From an optimization exercise on the open Yosys and OpenROAD flow, aimed at small area and a short achievable clock period; shortcuts taken in it are not production practice. Where RTL was checked, it was by simulation tests only, not by an equivalence proof against the original. No functional check of the RTL was part of run 1. No activity file was given, so power comes from the tool's default toggle rates.

==> flow/design.v, too long to show whole: its modules and the start of the top module <==
// module dsconv_top: 1240 lines
// module dsconv_fa: 10 lines
// module dsconv_ha: 9 lines
module dsconv_top (
    input  wire        clk,
    input  wire        rst,
    input  wire        start,
    input  wire [47:0] input_pixels,         
    output wire [6:0]  input_pixel_addr,
    output wire [11:0] output_pixel,
    output wire [6:0]  output_pixel_addr,
    output wire [1:0]  output_filter,
    output wire        ready,
    output wire        done
);
  // ...
==> flow/flow/run.sh <==
#!/bin/bash
# The standard layout (the standard.sh: standard synthesis and the ORFS
# steps), with two changes to how it optimises, not to what it is given:
#  - repair_timing aims for 7.7 ns of setup slack at the 11 ns clock, so that
#    paths are sped up well below the clock period;
#  - the input and output port buffers are buf_2 cells, not the delay cells
#    buffer_ports would pick.
set -euo pipefail
bash standard.sh SETUP_SLACK_MARGIN=7.7 "BUFFER_PORTS_ARGS=-buffer_cell sky130_fd_sc_hd__buf_2" "CTS_ARGS=-sink_clustering_enable -repair_clock_nets -sink_clustering_size 30 -sink_clustering_max_diameter 100 -apply_ndr half" finish > standard.log 2>&1
==> flow/standard.sh <==
#!/bin/bash
# synth_recipe.tcl (not shown) runs the flow's synth.tcl, then flattens the netlist and writes it again
# the make line also repeats each setting of config.mk as NAME=value (left out here)
make -C /OpenROAD-flow-scripts/flow DESIGN_CONFIG=/design/flow/config.mk WORK_HOME=/design/flow/orfs CLKGATE_MAP_FILE= SYNTH_SCRIPT=/design/flow/synth_recipe.tcl "${@:-finish}"
==> flow/config.mk <==
export PLATFORM = sky130hd
export DESIGN_NAME = dsconv_top
export DESIGN_NICKNAME = dsconv_top
export VERILOG_FILES = /design/flow/design.v
export SDC_FILE = /design/flow/constraint.sdc
export NUM_CORES = 4
export LEC_CHECK = 0
export CAP_MARGIN = 20
export CORE_MARGIN = 2
export CORE_UTILIZATION = 65
export CTS_CLUSTER_DIAMETER = 100
export CTS_CLUSTER_SIZE = 30
export SLEW_MARGIN = 20
export SYNTH_HIERARCHICAL = 1
export SYNTH_MINIMUM_KEEP_SIZE = 0
==> flow/constraint.sdc <==
create_clock -name core_clock -period 11.0 [get_ports {clk}]
set_input_delay 2.2000 -clock core_clock [delete_from_list [all_inputs] [get_ports {clk}]]
set_output_delay 2.2000 -clock core_clock [all_outputs]
set_load 0.01 [all_outputs]
==> results.json, run 1 <==
{
  "critical-path-max-stage-delay_ps": 380,
  "largestRegisters": "dl: 1620 flops, dwc: 62 flops, dws: 62 flops",
  "worst-endpoint-required_ps": 8800,
  "tightest_slew_ps": 1110,
  "synth_mux_area_share_pct": 0.353,
  "hold_class": "flop to flop",
  "ff_latch_area_um2": 55700,
  "coreArea_um2": 111000,
  "post_cts_buffers": 8,
  "synth_top_cell_area_share_pct": 67.3,
  "seq_share_pct": 72.1,
  "status": "no timing/DRC/antenna violations",
  "drt_iter0_markers": 2066,
  "finalSetupViolCount": 0,
  "tapcell.inserted": 1488,
  "synth_compound_area_share_pct": 2.17,
  "met3WireLength_um": 2660,
  "hold_depth": 0,
  "clock_path_buffers": 3,
  "stdcell_area_um2": 77300,
  "cp-endpoint": "output_filter[1]",
  "nNonClkBuffers": 113,
  "power.leakage_uw": 0.0276,
  "portBuffers": 80,
  "synth_top_area_cell": "edfxtp_1",
  "cp_top_family": "flip-flops",
  "area_growth_pct": 7.02
}
==> run 2, diff against run 1 <==
--- a/flow/design.v
+++ b/flow/design.v
@@ -17,43 +17,33 @@
     reg        done_r;
     wire       take = start && !hold;
     always @(posedge clk) begin
         if (rst) begin
             icnt <= 9'd1;
             ia   <= 7'd0;
             hold <= 1'b0;
         end else begin
-            if (take) begin
-                icnt <= icnt + 9'd1;
-                ia   <= icnt[6:0];
-            end
+            if (take) icnt <= icnt + 9'd1;
+            ia <= take ? icnt[6:0] : icnt[6:0] - 7'd1;
             if (hold) begin
                 if (done_r) hold <= 1'b0;
             end else if (take && icnt == 9'd0) begin
                 hold <= 1'b1;
             end
         end
     end
     assign input_pixel_addr = ia;
     reg [47:0]          x0;
     reg [34*48-1:0]      dl;     
     reg                 v1;
-    reg [4-1:0]           v1e;
-    integer i;
     always @(posedge clk) begin
         x0  <= input_pixels;
         v1  <= take && !rst;
-        v1e <= {4{take && !rst}};
-        for (i = 0; i < 48; i = i + 1) begin
-            if (v1e[i / (48 / 4)]) dl[i] <= x0[i];
-        end
-        for (i = 48; i < 34*48; i = i + 1) begin
-            if (v1e[(i % 48) / (48 / 4)]) dl[i] <= dl[i - 48];
-        end
+        if (v1) dl <= {dl[(34-1)*48-1:0], x0};
     end
     wire dw0_0, dw0_1;
     dsconv_fa u_dw0_0 (.a(~dl[1585]), .b(~dl[1584]), .c(~dl[1536]), .s(dw0_0), .co(dw0_1));
     wire dw0_2, dw0_3;
     dsconv_ha u_dw0_2 (.a(~dl[1489]), .b(dl[769]), .s(dw0_2), .co(dw0_3));
     wire dw0_4, dw0_5;
     dsconv_fa u_dw0_4 (.a(~dl[1586]), .b(~dl[1585]), .c(~dl[1537]), .s(dw0_4), .co(dw0_5));
     wire dw0_6, dw0_7;
@@ -1218,18 +1208,18 @@
         if (rst) begin
             oa      <= 9'd511;
             nx      <= 9'd0;
             fsel    <= 4'b1000;
             nfb     <= 2'b00;
             ready_r <= 1'b0;
             done_r  <= 1'b0;
         end else begin
+            oa <= v6 ? nx : nx - 9'd1;
             if (v6) begin
-                oa   <= nx;
                 nx   <= nx + 9'd1;
                 fsel <= 4'b0001 << nx[8:7];
                 nfb  <= ~nx[8:7];
             end
             ready_r <= v6 && nx[6:4] >= 3'd2 && nx[3:0] >= 4'd2;
             done_r  <= ready_r && nx == 9'd0;
         end
     end
==> flow/flow/run.sh (replaced) <==
#!/bin/bash
# The standard layout (the standard.sh: standard synthesis and the ORFS
# steps), with two changes to how it optimises, not to what it is given:
#  - repair_timing aims for 7.7 ns of setup slack at the 11 ns clock, so that
#    paths are sped up well below the clock period;
#  - the input and output port buffers are buf_2 cells, not the delay cells
#    buffer_ports would pick.
set -euo pipefail
bash standard.sh SETUP_SLACK_MARGIN=7.7 "BUFFER_PORTS_ARGS=-buffer_cell sky130_fd_sc_hd__buf_2" finish > standard.log 2>&1
==> flow/config.mk (replaced) <==
export PLATFORM = sky130hd
export DESIGN_NAME = dsconv_top
export DESIGN_NICKNAME = dsconv_top
export VERILOG_FILES = /design/flow/design.v
export SDC_FILE = /design/flow/constraint.sdc
export NUM_CORES = 4
export LEC_CHECK = 0
export CAP_MARGIN = 20
export CORE_MARGIN = 2
export CORE_UTILIZATION = 65
export CTS_BUF_LIST = sky130_fd_sc_hd__clkbuf_8
export CTS_CLUSTER_DIAMETER = 60
export CTS_CLUSTER_SIZE = 20
export SLEW_MARGIN = 20
export SYNTH_HIERARCHICAL = 1
export SYNTH_MINIMUM_KEEP_SIZE = 0
==> run 2 against run 1 <==
Wire length rose by 4.2%. Final area rose by 1.8%. Largest power group unchanged. Die area rose by 1.1%. Worst hold slack got worse by 4.9 ps. Critical endpoint is now done. Still clean on timing, DRC and antenna.
==> results.json, run 2 <==
{
  "hold_class": "flop to flop",
  "hold_viol": 0,
  "synth_cell_types": 65,
  "yosys_most_used_dff": "edfxtp_1",
  "critPathCaptureType": "output port",
  "period_share_pct": 31.6,
  "synth_edf_count": 1620,
  "dieArea_um2": 115000,
  "finalSetupViolCount": 0,
  "hold_depth": 0,
  "hpwl_um": 64600,
  "grt_first_pass_wirelength_um": 166000,
  "cts_sinks": 1972,
  "largest_register": "dl",
  "reg2reg_slack_ps": 7800,
  "area_growth_pct": 7.69,
  "min_from": "dl[197]$_DFFE_PP_",
  "die_w_um": 339,
  "firstDrtPassIters": 7,
  "avgSynthCellArea_um2": 19.9,
  "worstPathMaxFanout": 2,
  "power_frac_seq_pct": 53.7,
  "ys_seq_area_share_pct": 76.2,
  "r2r_cells": 8,
  "synth_top_cell_area_share_pct": 66.6,
  "ir_worst_vdd_mv": 0.144,
  "root_buffer": "clkbuf_8",
  "comb_power_share_pct": 24.7,
  "internal-power_uw": 12300,
  "clk-insertion-delay-late_ps": 830,
  "wirelength_um": 102000,
  "total_power_uw": 17400,
  "setup.worst_path.class": "flop to output port",
  "drtAntennaViolNets": 0,
  "numCtsBuffers": 137,
  "yosysMostFrequentCell": "edfxtp_1",
  "largestRegisters": "dl: 1620 flops, dwc: 62 flops, dws: 62 flops",
  "maxSlewViolCount": 0,
  "start_util_pct": 65.2,
  "status": "no timing/DRC/antenna violations",
  "switching_share_pct": 29.1,
  "drc": 0,
  "fin_crit_ps": 3470,
  "clock_path_buffers": 3,
  "slowest_stage": "dfxtp_2",
  "ys_ff_latch": 1972,
  "rr_endpoint": "pws[11]$_DFF_P_",
  "cp_cell_sequence": "buf_6",
  "p_sw_uw": 5050,
  "drt_iter0_markers": 2223,
  "die_h_um": 339,
  "synthTopCellsByCount": "1620 x edfxtp_1, 463 x fa_1, 352 x dfxtp_1",
  "synth_area_leaders": "edfxtp_1 67%, fa_1 13%, dfxtp_1 9.6%, ha_1 3.0%, inv_1 1.4%",
  "track_usage_pct": 18.3,
  "synthCells": 3669,
  "largest_reg_flops": 1620,
  "slew-limit-headroom_pct": 33.8,
  "first_global_vias": 30718,
  "layout_commonest_cell": "edfxtp_1",
  "yosysWarnings": 10,
  "routedWlPerCell_um": 18.5,
  "tightest_slew_ps": 965,
  "synthesis.nets": 4361,
  "coreArea_um2": 112000,
  "start_kind": "flop",
  "hold_buffers": 0,
  "grt_start_max_net_pins": 214,
  "cp_num_buf_inv": 1,
  "worst-endpoint-required_ps": 8800,
  "min_to": "dl[245]$_DFFE_PP_",
  "antenna_found_initial": 1,
  "arrival_ps": 1270,
  "async_reset_ff_share_pct": 0,
  "p_per_area_nw_per_um2": 221,
  "vias": 29448,
  "routabilityCongestion": 0.801,
  "power.leakage_uw": 0.0285,
  "routed_via_density": 5.36,
  "cp_top_family": "flip-flops",
  "reg2reg_from": "fsel[2]$_SDFFE_PP0P_",
  "nets": 4568,
  "clkTransAtPathRegs_ps": 120,
  "portBuffers": 80,
  "dp_slack_ps": 7230,
  "max_freq_mhz": 288,
  "htreeDepth": 4,
  "drive_gt1_share_pct": 9.42,
  "critical-path-max-stage-delay_ps": 340,
  "overflow": 0,
  "cap_violations": 0,
  "io_pins": 81,
  "setup_slack_ps": 7530,
  "skew_ps": 37.1,
  "netlist_area_um2": 73100,
  "rows": 123,
  "whs_ps": 404,
  "layout_common_cells": "1620 x edfxtp_1, 463 x fa_1, 338 x dfxtp_1",
  "synth_top_area_cell": "edfxtp_1",
  "clkPwrFrac_pct": 21.7,
  "cts_tree": "yes",
  "rsz0062_at_grt": "yes"
}
## run 2: cell count changes after synthesis, sizes merged, moves of 8 or more
cell	delta
inv	+17
o21bai	+11
nand2	-11
maj3	+22
xnor2	+16
a21o	+11
nand4	+8
nor2	+15
## run 2: what timing repair did
action                                  4_1_cts  5_1_grt
buffers inserted                              4        3
cloned                                        2        3
endpoints found under the hold margin         0        0
pin swaps                                     0        4
gates resized for setup                      25       29
endpoints found under the setup margin      541      439
## run 2: final cells by class
cell class                      count  area, µm²
Inverter                          282       1070
Timing Repair inverter              1       7.51
Sequential cell                  1972      55700
Timing Repair Buffer              114        947
Tap cell                         1500       1880
Fill cell                        6929      33300
Clock inverter                    106        887
Clock buffer                      147       2020
Multi-Input combinational cell   1368      16200
Antenna cell                        1       2.50
## run 2: layer usage
| layer | share of wire, % | vias up | track usage [%] |
|---|---|---|---|
| met2 | 45 | 519 | 26.6 |
| met5 | 0 | - | 0 |
| met1 | 49 | 15130 | 29.5 |
| li1 | - | 13640 | - |
| met4 | 2.1 | 0 | 4.85 |
| met3 | 3.7 | 159 | 2.84 |
## run 2: power groups by stage
stage	combinational, µW	sequential, µW	clock (µW)
finish	4280	9320	3760
CTS	4370	9340	3930
detailed placement	4340	9500	0
global placement	4180	9490	0
global route	4950	9400	4200
floorplan	3150	9570	0
## run 2: kinds of logic (layout without fill, tap and decap cells)
family,after synthesis,after routing,share of synthesized area (%)
AND/OR/NAND/NOR,328,328,2.25
multiplexers,24,24,0.348
buffers and inverters,329,650,1.71
adder cells (fa/ha/maj),663,663,16.0
other,0,1,0
AO/OA/AOI/OAI,273,273,2.49
flip-flops,1972,1972,76.2
XOR/XNOR,80,80,0.959
## run 2: worst register-to-register path: cells and delay by family (launching register included)
family,cells,cell delay (ps)
flip-flops,1,380
adder cells (fa/ha/maj),4,1940
AND/OR/NAND/NOR,1,340
buffers and inverters,1,210
AO/OA/AOI/OAI,2,210
## run 2: worst max path at each step
stage	cells after the start	slack, ps	endpoint	startpoint
after global routing	1	7430	ready	ready_r$_SDFF_PP0_
after CTS	1	7420	ready	ready_r$_SDFF_PP0_
after floorplan	0	-850	dl[0]$_DFFE_PP_	v1$_DFF_P_
after detailed placement	3	7230	dl[1582]$_DFFE_PP_	v1$_DFF_P_
after global placement	8	7240	pws[7]$_DFF_P_	fsel[0]$_SDFFE_PP0P_
final	1	7530	done	done_r$_SDFF_PP0_
## run 2: stage by stage
stage	instances	utilization, %	cell area, µm²	setup TNS, ps
finish	5491	70.2	78700	0
global route	5491	70.2	78700	0
CTS	5484	70.1	78500	0
detailed placement	5225	67.3	75400	0
global placement	5225	67.3	75400	0
floorplan	3669	-	73100	-1382170
## run 2: modules after synthesis, one instance, submodules excluded
module,times used,cells,flip-flops and latches,area [µm²]
dsconv_top,1,3131,1972,62900
dsconv_fa,463,1,0,20.0
dsconv_ha,75,1,0,12.5
==> run 3, diff against run 2 <==
--- a/flow/config.mk
+++ b/flow/config.mk
@@ -9,6 +9,5 @@
 export CORE_MARGIN = 2
-export CORE_UTILIZATION = 65
-export CTS_BUF_LIST = sky130_fd_sc_hd__clkbuf_8
-export CTS_CLUSTER_DIAMETER = 60
-export CTS_CLUSTER_SIZE = 20
+export CORE_UTILIZATION = 58
+export CTS_CLUSTER_DIAMETER = 100
+export CTS_CLUSTER_SIZE = 30
 export SLEW_MARGIN = 20
==> run 3 against run 2 <==
Worst hold slack better by 2.6 ps. Sequential share of layout area up 0.40 points. Via count down 2.2%. Register-to-register slack worse by 40 ps. Die area up 12%. Critical path type unchanged. Clock skew down 9.9 ps.
==> results.json, run 3 <==
{
  "tightest_slew_ps": 1130,
  "drtAntennaViolNets": 0,
  "dieArea_um2": 129000,
  "nets": 4503,
  "grt_start_max_net_pins": 209,
  "vias": 28806,
  "clock_path_buffers": 3,
  "synth_cell_types": 65,
  "hold_buffers": 0,
  "min_to": "dl[463]$_DFFE_PP_",
  "wirelength_um": 101000,
  "synthCells": 3669,
  "drive_gt1_share_pct": 6.76,
  "io_pins": 81,
  "tns_ps": 0,
  "whs_ps": 407,
  "ir_worst_vdd_mv": 0.175,
  "portBuffers": 80,
  "layout_common_cells": "1620 x edfxtp_1, 463 x fa_1, 335 x dfxtp_1",
  "largest_reg_flops": 1620,
  "routedWlPerCell_um": 18.4,
  "largest_register": "dl",
  "yosys_most_used_dff": "edfxtp_1",
  "synth_top_cell_area_share_pct": 66.6,
  "async_reset_ff_share_pct": 0,
  "cp_num_buf_inv": 1,
  "clk-insertion-delay-late_ps": 700,
  "diodes": 0,
  "synth_top_area_cell": "edfxtp_1",
  "rows": 130,
  "synth_area_leaders": "edfxtp_1 67%, fa_1 13%, dfxtp_1 9.6%, ha_1 3.0%, inv_1 1.4%",
  "critPathCaptureType": "output port",
  "largestRegisters": "dl: 1620 flops, dwc: 62 flops, dws: 62 flops",
  "skew_ps": 27.2,
  "cts_tree": "yes",
  "period_share_pct": 30.9,
  "stdcell_area_um2": 78300,
  "grt_first_pass_wirelength_um": 164000,
  "first_global_vias": 29965,
  "routed_via_density": 5.21,
  "worst-endpoint-required_ps": 8800,
  "cp_top_family": "flip-flops",
  "cts_sinks": 1972,
  "ys_ff_latch": 1972,
  "netlist_area_um2": 73100,
  "die_w_um": 359,
  "reg2reg_slack_ps": 7760,
  "drc": 0,
  "placed_cells": 5371,
  "layout_commonest_cell": "edfxtp_1",
  "firstDrtPassIters": 6,
  "hpwl_um": 64900,
  "min_from": "dl[415]$_DFFE_PP_",
  "place_area_um2": 75600,
  "setup.worst_path.class": "flop to output port",
  "startpoint": "oa[5]$_SDFF_PP1_",
  "drt_iter0_markers": 2452,
  "die_h_um": 359,
  "avgSynthCellArea_um2": 19.9,
  "final_cells": 5524,
  "r2r_cells": 7,
  "arrival_ps": 1200,
  "hold_depth": 0,
  "final_util_pct": 62.4,
  "synthTopCellsByCount": "1620 x edfxtp_1, 463 x fa_1, 352 x dfxtp_1",
  "routabilityCongestion": 0.768,
  "power.leakage_uw": 0.0280,
  "yosysWarnings": 10,
  "synthesis.nets": 4361,
  "critical-path-max-stage-delay_ps": 400,
  "ys_seq_area_share_pct": 76.2,
  "p_per_area_nw_per_um2": 219,
  "maxSlewViolCount": 0,
  "track_usage_pct": 16.0,
  "start_kind": "flop",
  "antenna_found_initial": 1,
  "overflow": 0,
  "slowest_stage": "dfxtp_4",
  "root_buffer": "clkbuf_16",
  "reg2reg_from": "fsel[1]$_SDFFE_PP0P_",
  "finalSetupViolCount": 0,
  "yosysMostFrequentCell": "edfxtp_1",
  "hold_viol": 0,
  "slew-limit-headroom_pct": 24.6,
  "coreArea_um2": 125000,
  "cap_violations": 0,
  "worstPathMaxFanout": 1,
  "status": "no timing/DRC/antenna violations",
  "cp_cell_sequence": "buf_6",
  "rr_endpoint": "pws[11]$_DFF_P_",
  "fin_crit_ps": 3400,
  "hold_class": "flop to flop",
  "htreeDepth": 3,
  "max_freq_mhz": 294,
  "clkTransAtPathRegs_ps": 110,
  "synth_edf_count": 1620,
  "rsz0062_at_grt": "yes",
  "start_util_pct": 58.3,
  "numCtsBuffers": 77,
  "area_growth_pct": 7.08
}
run 3: worst max path at each step:
stage	endpoint	slack [ps]	cells past startpoint
final	output_pixel_addr[5]	7600	1
after global routing	output_pixel_addr[5]	7530	1
after CTS	output_pixel_addr[5]	7510	1
after detailed placement	pws[7]$_DFF_P_	7160	8
after global placement	pws[7]$_DFF_P_	7190	8
after floorplan	dl[0]$_DFFE_PP_	-850	0
run 3: cell families (layout without fill, tap and decap cells):
family	count (synthesis)	in the layout	synth area share [%]
flops	1972	1972	76.2
mux	24	24	0.348
buf+inv	329	534	1.71
simple gates	328	328	2.25
compound gates	273	273	2.49
fa+ha+maj	663	663	16.0
xor+xnor	80	80	0.959
run 3: cell type report:
cell class	instances	area (µm²)
inverter	282	1070
tap	1650	2060
multi-input combinational	1368	16200
clock inverter	10	158
timing repair buffer	109	870
fill	8753	47100
sequential	1972	55700
clock buffer	132	2210
timing repair inverter	1	7.51
run 3: report_power, final:
group          internal [µW]  total [µW]  switching, µW
combinational           1890        4230           2340
sequential              8930        9330            399
clock                   1440        3550           2110
run 3: metrics by stage:
stage / total power [µW] / setup slack (ps)
after detailed placement: 13800 / 7160
final: 17100 / 7600
after global placement: 13700 / 7190
after CTS: 17400 / 7510
after global routing: 18300 / 7530
after floorplan: 12700 / -853
run 3: Yosys stat by module (local to each module, per instance):
module	flip-flops and latches	times used
dsconv_top	1972	1
dsconv_fa	0	463
dsconv_ha	0	75
run 3: per-layer routing:
metal / up-vias / track usage (%) / share of wire, %
li1: 13465 / - / -
met1: 14894 / 25.3 / 50
met2: 360 / 23.9 / 45
met3: 87 / 2.41 / 3.5
met4: 0 / 3.85 / 1.6
met5: - / 0 / 0
run 3: what timing repair did:
action / in CTS / in global routing
gates cloned: 1 / 1
pin swaps: 0 / 1
gates resized for setup: 24 / 29
setup endpoints to repair: 271 / 236
buffers inserted: 8 / 1
run 3: worst reg2reg max path: stages (launching register included):
cell,delay [ps]
dfxtp_1,330
buf_4,460
nand2_1,160
o211ai_1,180
fa_1,510
fa_1,580
fa_1,450
fa_1,460
==> run 4, diff against run 3 <==
--- a/flow/config.mk
+++ b/flow/config.mk
@@ -9,5 +9,6 @@
 export CORE_MARGIN = 2
-export CORE_UTILIZATION = 58
+export CORE_UTILIZATION = 65
 export CTS_CLUSTER_DIAMETER = 100
 export CTS_CLUSTER_SIZE = 30
+export GPL_TIMING_DRIVEN = 0
 export SLEW_MARGIN = 20
==> run 4 against run 3 <==
Still clean on timing, DRC and antenna. Fmax is 2.5% higher. Count of clock-buffer cells in the layout fell by 1. Combinational power up 6.6%. Global-route usage grew 2.2 points. Critical path depth did not move. Clock power down 5%. Sequential cell count is the same. Setup slack improved by 83 ps. First-iteration DRC count is 6.3% lower. Final area rose by 0.55%. Critical endpoint is now done. Largest power group unchanged. Highest routed layer is now met5.
==> results.json, run 4 <==
{
  "largestRegisters": "dl: 1620 flops, dwc: 62 flops, dws: 62 flops",
  "maxSlewViolCount": 0,
  "layout_common_cells": "1620 x edfxtp_1, 463 x fa_1, 336 x dfxtp_1",
  "numCtsBuffers": 76,
  "cts_sinks": 1972,
  "synth_area_leaders": "edfxtp_1 67%, fa_1 13%, dfxtp_1 9.6%, ha_1 3.0%, inv_1 1.4%",
  "slew-limit-headroom_pct": 25.4,
  "avgSynthCellArea_um2": 19.9,
  "met3WireLength_um": 3630,
  "wl_met1_um": 49600,
  "clk-insertion-delay-late_ps": 670,
  "synth_edf_count": 1620,
  "yosys_most_used_dff": "edfxtp_1",
  "netlist_area_um2": 73100,
  "layout_commonest_cell": "edfxtp_1",
  "rsz0062_at_grt": "yes",
  "rows": 123,
  "tightest_slew_ps": 1110,
  "fin_crit_ps": 3320,
  "critPathCaptureType": "output port",
  "wirelength_um": 102000,
  "hold_viol": 0,
  "setup.worst_path.class": "flop to output port",
  "slowest_stage": "dfxtp_2",
  "hold_class": "flop to flop",
  "synth_top_cell_area_share_pct": 66.6,
  "synth_cell_types": 65,
  "diodes": 0,
  "dr_wl_met2_um": 47500,
  "coreArea_um2": 112000,
  "first_global_vias": 30674,
  "synthesis.nets": 4361,
  "grt_start_max_net_pins": 69,
  "io_pins": 81,
  "dieArea_um2": 115000,
  "ff_latch_area_um2": 55700,
  "clock_path_buffers": 3,
  "largest_reg_flops": 1620,
  "cp_num_buf_inv": 1,
  "final_cells": 5425,
  "placed_cells": 5277,
  "critical-path-max-stage-delay_ps": 340,
  "worstPathMaxFanout": 2,
  "fillers": 6987,
  "multi_input_area_um2": 16200,
  "drc": 0,
  "area_growth_pct": 7.67,
  "ir_worst_vdd_mv": 0.169,
  "die_h_um": 339,
  "grt_first_pass_wirelength_um": 165000,
  "power.leakage_uw": 0.0283,
  "vias": 29332,
  "drtAntennaViolNets": 0,
  "start_util_pct": 65.2,
  "start_kind": "flop",
  "synthCells": 3669,
  "ys_seq_area_share_pct": 76.2,
  "yosysWarnings": 10,
  "worst-endpoint-required_ps": 8800,
  "p_per_area_nw_per_um2": 218,
  "portBuffers": 79,
  "cp_cell_sequence": "buf_6",
  "synth_top_area_cell": "edfxtp_1",
  "cts_tree": "yes",
  "arrival_ps": 1120,
  "routabilityCongestion": 0.813,
  "cp_top_family": "flip-flops",
  "hpwl_um": 69000,
  "status": "no timing/DRC/antenna violations",
  "antenna_found_initial": 1,
  "hold_buffers": 0,
  "ys_ff_latch": 1972,
  "routed.top_layer": "met5",
  "routedWlPerCell_um": 18.9,
  "async_reset_ff_share_pct": 0,
  "die_w_um": 339,
  "skew_ps": 19.7,
  "finalSetupViolCount": 0,
  "largest_register": "dl",
  "overflow": 0,
  "htreeDepth": 3,
  "firstDrtPassIters": 6,
  "drive_gt1_share_pct": 7.26,
  "period_share_pct": 30.2,
  "routed_via_density": 5.41,
  "root_buffer": "clkbuf_16",
  "clkTransAtPathRegs_ps": 110,
  "cap_violations": 0,
  "stdcell_area_um2": 78700,
  "yosysMostFrequentCell": "edfxtp_1",
  "nets": 4558,
  "drt_iter0_markers": 2298,
  "synthTopCellsByCount": "1620 x edfxtp_1, 463 x fa_1, 352 x dfxtp_1",
  "place_area_um2": 76100,
  "max_freq_mhz": 301,
  "track_usage_pct": 18.2
}
[run 4: routing by layer]
layer	GRT usage [%]	vias up
li1	-	13579
met1	28.8	15185
met2	28.1	449
met3	2.31	117
met4	3.92	2
met5	0	-
[run 4: where the power goes]
part	internal, µW	switching [µW]	total [µW]
Combinational	2020	2490	4510
Sequential	8920	361	9280
Clock	1370	2010	3380
[run 4: cell families after synthesis]
logic type               count (synthesis)  synth area share (%)
multiplexers                            24                 0.348
AO/OA/AOI/OAI                          273                  2.49
XOR/XNOR                                80                 0.959
AND/OR/NAND/NOR                        328                  2.25
buffers and inverters                  329                  1.71
flip-flops                            1972                  76.2
adder cells (fa/ha/maj)                663                  16.0
[run 4: final cells by class]
type                    count  area share (%)
plain buffers              47           0.353
clock buffers             131            2.73
clock inverters             6          0.0843
inverters                 282            1.35
multi-input cells        1368            20.5
flip-flops and latches   1972            70.8
well taps                1500            2.39
repair buffers            119            1.75
[run 4: per-stage QoR]
| stage | total power (µW) | utilization, % | setup TNS [ps] | hold slack (ps) | setup slack, ps |
|---|---|---|---|---|---|
| 2_1_floorplan | 12700 | - | -1382170 | 347 | -853 |
| 3_3_place_gp | 14000 | 67.3 | -6362740 | 390 | -4150 |
| 3_5_place_dp | 14000 | 67.9 | 0 | 389 | 6940 |
| 4_1_cts | 17400 | 70.1 | 0 | 411 | 7620 |
| 5_1_grt | 18300 | 70.2 | 0 | 421 | 7620 |
| 6_report | 17200 | 70.2 | 0 | 408 | 7680 |
[run 4: timing repair]
| item | 4_1_cts | 5_1_grt |
|---|---|---|
| gates resized for setup | 45 | 37 |
| endpoints found under the setup margin | 106 | 103 |
| buffers inserted | 1 | 6 |
| pin swaps | 1 | 10 |
| cloned | 2 | 2 |
[run 4: final timing paths]
path / cells past startpoint / to / slack, ps / startpoint
hold reg to reg: 0 / dws[2][0]$_DFF_P_ / 410 / x0[24]$_DFF_P_
setup / recovery: 1 / done / 7680 / done_r$_SDFF_PP0_
hold / removal: 0 / dws[2][0]$_DFF_P_ / 410 / x0[24]$_DFF_P_
setup reg to reg: 8 / pws[11]$_DFF_P_ / 7720 / fsel[2]$_SDFFE_PP0P_
[run 4: modules after synthesis, one instance, submodules excluded]
| module | area, µm² | cells | copies in the design | flops+latches |
|---|---|---|---|---|
| dsconv_fa | 20.0 | 1 | 463 | 0 |
| dsconv_ha | 12.5 | 1 | 75 | 0 |
| dsconv_top | 62900 | 3131 | 1 | 1972 |
==> run 5, diff against run 4 <==
--- a/flow/config.mk
+++ b/flow/config.mk
@@ -12,3 +12,2 @@
 export CTS_CLUSTER_SIZE = 30
-export GPL_TIMING_DRIVEN = 0
 export SLEW_MARGIN = 20
==> run 5 against run 4 <==
Final area down 0.80%. Clock skew up 5.3 ps. Still clean. First-iteration DRC count down 4.7%. Synthesized cell count unchanged. Critical path type unchanged. Sequential cell count unchanged. Non-clock buffer count down 53. Sequential power up 0.4%. Count of clock-buffer cells in the layout unchanged.
==> results.json, run 5 <==
{
  "status": "no timing/DRC/antenna violations",
  "largest_register": "dl",
  "worst-endpoint-required_ps": 8800,
  "nets": 4506,
  "max_freq_mhz": 301,
  "io_pins": 81,
  "cts_sinks": 1972,
  "drtAntennaViolNets": 0,
  "async_reset_ff_share_pct": 0,
  "antenna_found_initial": 1,
  "maxSlewViolCount": 0,
  "yosys_most_used_dff": "edfxtp_1",
  "clk-insertion-delay-late_ps": 690,
  "startpoint": "done_r$_SDFF_PP0_",
  "yosysWarnings": 10,
  "htreeDepth": 3,
  "synth_top_family_by_area": "adder cells",
  "root_buffer": "clkbuf_16",
  "cts_tree": "yes",
  "layout_commonest_cell": "edfxtp_1",
  "skew_ps": 25.0,
  "synth_xor_area_share_pct": 0.959,
  "die_h_um": 339,
  "yosysMostFrequentCell": "edfxtp_1",
  "slowest_stage": "dfxtp_2",
  "ir_worst_vdd_mv": 0.186,
  "fin_crit_ps": 3330,
  "cp_cell_sequence": "buf_6",
  "setup.worst_path.class": "flop to output port",
  "clkTransAtPathRegs_ps": 110,
  "start_util_pct": 65.2,
  "routed_via_density": 5.42,
  "drt_iter0_markers": 2191,
  "period_share_pct": 30.2,
  "largest_reg_flops": 1620,
  "dieArea_um2": 115000,
  "diodes": 0,
  "routedWlPerCell_um": 18.8,
  "overflow": 0,
  "cp_num_buf_inv": 1,
  "switching_share_pct": 28.3,
  "synth_edf_count": 1620,
  "fillers": 7054,
  "coreArea_um2": 112000,
  "synth_mux_area_share_pct": 0.348,
  "numCtsBuffers": 76,
  "comb_power_share_pct": 25.1,
  "start_kind": "flop",
  "synth_top_area_cell": "edfxtp_1",
  "rows": 123,
  "hold_viol": 0,
  "rsz0062_at_grt": "yes",
  "ff_latch_area_um2": 55700,
  "first_global_vias": 30174,
  "synth_top_cell_area_share_pct": 66.6,
  "placed_cells": 5225,
  "ys_seq_area_share_pct": 76.2,
  "p_per_area_nw_per_um2": 219,
  "hpwl_um": 64600,
  "ys_ff_latch": 1972,
  "synth-simple-area-share_pct": 2.25,
  "layout_common_cells": "1620 x edfxtp_1, 463 x fa_1, 337 x dfxtp_1",
  "finalSetupViolCount": 0,
  "critPathCaptureType": "output port",
  "grt_start_max_net_pins": 214,
  "power.leakage_uw": 0.0280,
  "worstPathMaxFanout": 2,
  "largestRegisters": "dl: 1620 flops, dwc: 62 flops, dws: 62 flops",
  "grt_first_pass_wirelength_um": 164000,
  "hold_buffers": 0,
  "firstDrtPassIters": 6,
  "cap_violations": 0,
  "synth_cell_types": 65,
  "p_sw_uw": 4820,
  "min_from": "x0[42]$_DFF_P_",
  "final_cells": 5375,
  "die_w_um": 339,
  "synthTopCellsByCount": "1620 x edfxtp_1, 463 x fa_1, 352 x dfxtp_1",
  "internal-power_uw": 12200,
  "hold_class": "flop to flop",
  "clkPwrFrac_pct": 20.3,
  "portBuffers": 80,
  "drive_gt1_share_pct": 6.71,
  "arrival_ps": 1130,
  "multi_input_area_um2": 16200,
  "vias": 29151,
  "netlist_area_um2": 73100,
  "clock_path_buffers": 3,
  "critical-path-max-stage-delay_ps": 340,
  "synthAdderAreaFrac_pct": 16.0,
  "synth_compound_area_share_pct": 2.49,
  "synth_area_leaders": "edfxtp_1 67%, fa_1 13%, dfxtp_1 9.6%, ha_1 3.0%, inv_1 1.4%",
  "drc": 0,
  "final_util_pct": 69.7,
  "track_usage_pct": 18.0,
  "tightest_slew_ps": 991,
  "synthCells": 3669,
  "avgSynthCellArea_um2": 19.9,
  "area_growth_pct": 6.82,
  "power_frac_seq_pct": 54.6,
  "slew-limit-headroom_pct": 33.2,
  "synthesis.nets": 4361,
  "reg2reg_from": "fsel[3]$_SDFFE_PP1P_",
  "wirelength_um": 101000,
  "routabilityCongestion": 0.801,
  "cp_top_family": "flip-flops"
}
run 5: cell counts after synthesis:
Identical to the previous run, type by type.
run 5: cell type report:
type	count	share of cell area [%]
repair buffers	113	1.20
multi-input cells	1368	20.7
clock buffers	131	2.77
flip-flops and latches	1972	71.4
inverters	282	1.37
clock inverters	8	0.151
repair inverters	1	0.00962
well taps	1500	2.40
run 5: cell families (layout without fill, tap and decap cells):
kind of cell / count (synthesis) / count (layout)
mux: 24 / 24
simple gates: 328 / 328
compound gates: 273 / 273
buf+inv: 329 / 535
flops: 1972 / 1972
fa+ha+maj: 663 / 663
xor+xnor: 80 / 80
run 5: path summary, 6_finish.rpt:
kind / end / slack, ps / cells after the start
max: done / 7670 / 1
min: dl[42]$_DFFE_PP_ / 420 / 0
max reg2reg: pws[3]$_DFF_P_ / 7820 / 8
min reg2reg: dl[42]$_DFFE_PP_ / 420 / 0
run 5: through the flow:
step                      TNS (ps)  power, µW  hold slack (ps)  setup WS (ps)  area, µm²
after CTS                        0      17300              416           7610      77800
after global routing             0      18200              421           7600      78100
after detailed placement         0      13800              390           7230      75400
after global placement           0      13700              391           7240      75400
after floorplan           -1382170      12700              347           -853      73100
final                            0      17100              415           7670      78100
run 5: power groups by stage:
stage | Combinational [µW] | Sequential (µW) | Clock [µW]
global placement | 4180 | 9490 | 0
detailed placement | 4340 | 9500 | 0
CTS | 4360 | 9340 | 3600
finish | 4280 | 9320 | 3460
floorplan | 3150 | 9570 | 0
global route | 4950 | 9400 | 3840
run 5: timing repair:
| item | in CTS | in global routing |
|---|---|---|
| buffers inserted | 4 | 2 |
| resized for setup | 23 | 30 |
| gates cloned | 2 | 3 |
| endpoints found under the setup margin | 541 | 443 |
run 5: Yosys stat by module (local to each module, per instance):
module      copies in the design  flops+latches
dsconv_ha                     75              0
dsconv_fa                    463              0
dsconv_top                     1           1972
run 5: layer usage:
metal	vias up	GRT usage, %	wire, µm
li1	13476	-	-
met1	15051	29.3	49700
met4	0	3.94	2010
met2	498	26.9	45800
met5	-	0	0
met3	126	2.30	3460

==> port drivers added, routing unchanged <==
In the flow no input, the clock included, has a driving cell. The finished layouts below were timed again as built, in two steps. Step 1 (the two cells are an assumption about what drives the block):
set clk [get_ports {clk}]
set_driving_cell -lib_cell sky130_fd_sc_hd__clkbuf_16 $clk
set_driving_cell -lib_cell sky130_fd_sc_hd__buf_2 [delete_from_list [all_inputs] $clk]
Step 2, shift: input delay + t, output delay - t, t = (earliest + latest rising clock arrival at the registers) / 2. This alone moves slack from input paths to output paths. Three values: ideal ports, drivers, drivers and shift; two values: the first two.
run	shift t [ns]	slack for setup (ns)	hold slack, ns	latest minus earliest clock arrival (ns)	pins driven straight from the clock port
run 1	0.748	7.613 / 7.542 / 7.199	0.409 / 0.409 / 0.409	0.027 / 0.027	1
run 2	0.883	7.526 / 7.458 / 7.394	0.404 / 0.404 / 0.404	0.045 / 0.045	1
run 3	0.752	7.596 / 7.529 / 7.429	0.407 / 0.407 / 0.407	0.030 / 0.031	1
run 4	0.736	7.680 / 7.605 / 7.403	0.408 / 0.408 / 0.408	0.027 / 0.027	1
run 5	0.744	7.675 / 7.606 / 7.407	0.415 / 0.415 / 0.415	0.035 / 0.035	1
After both steps every run listed still meets setup and hold. The setup slack of run 1, which loses most, moves by -0.071 ns with the drivers and by -0.414 ns with both steps.
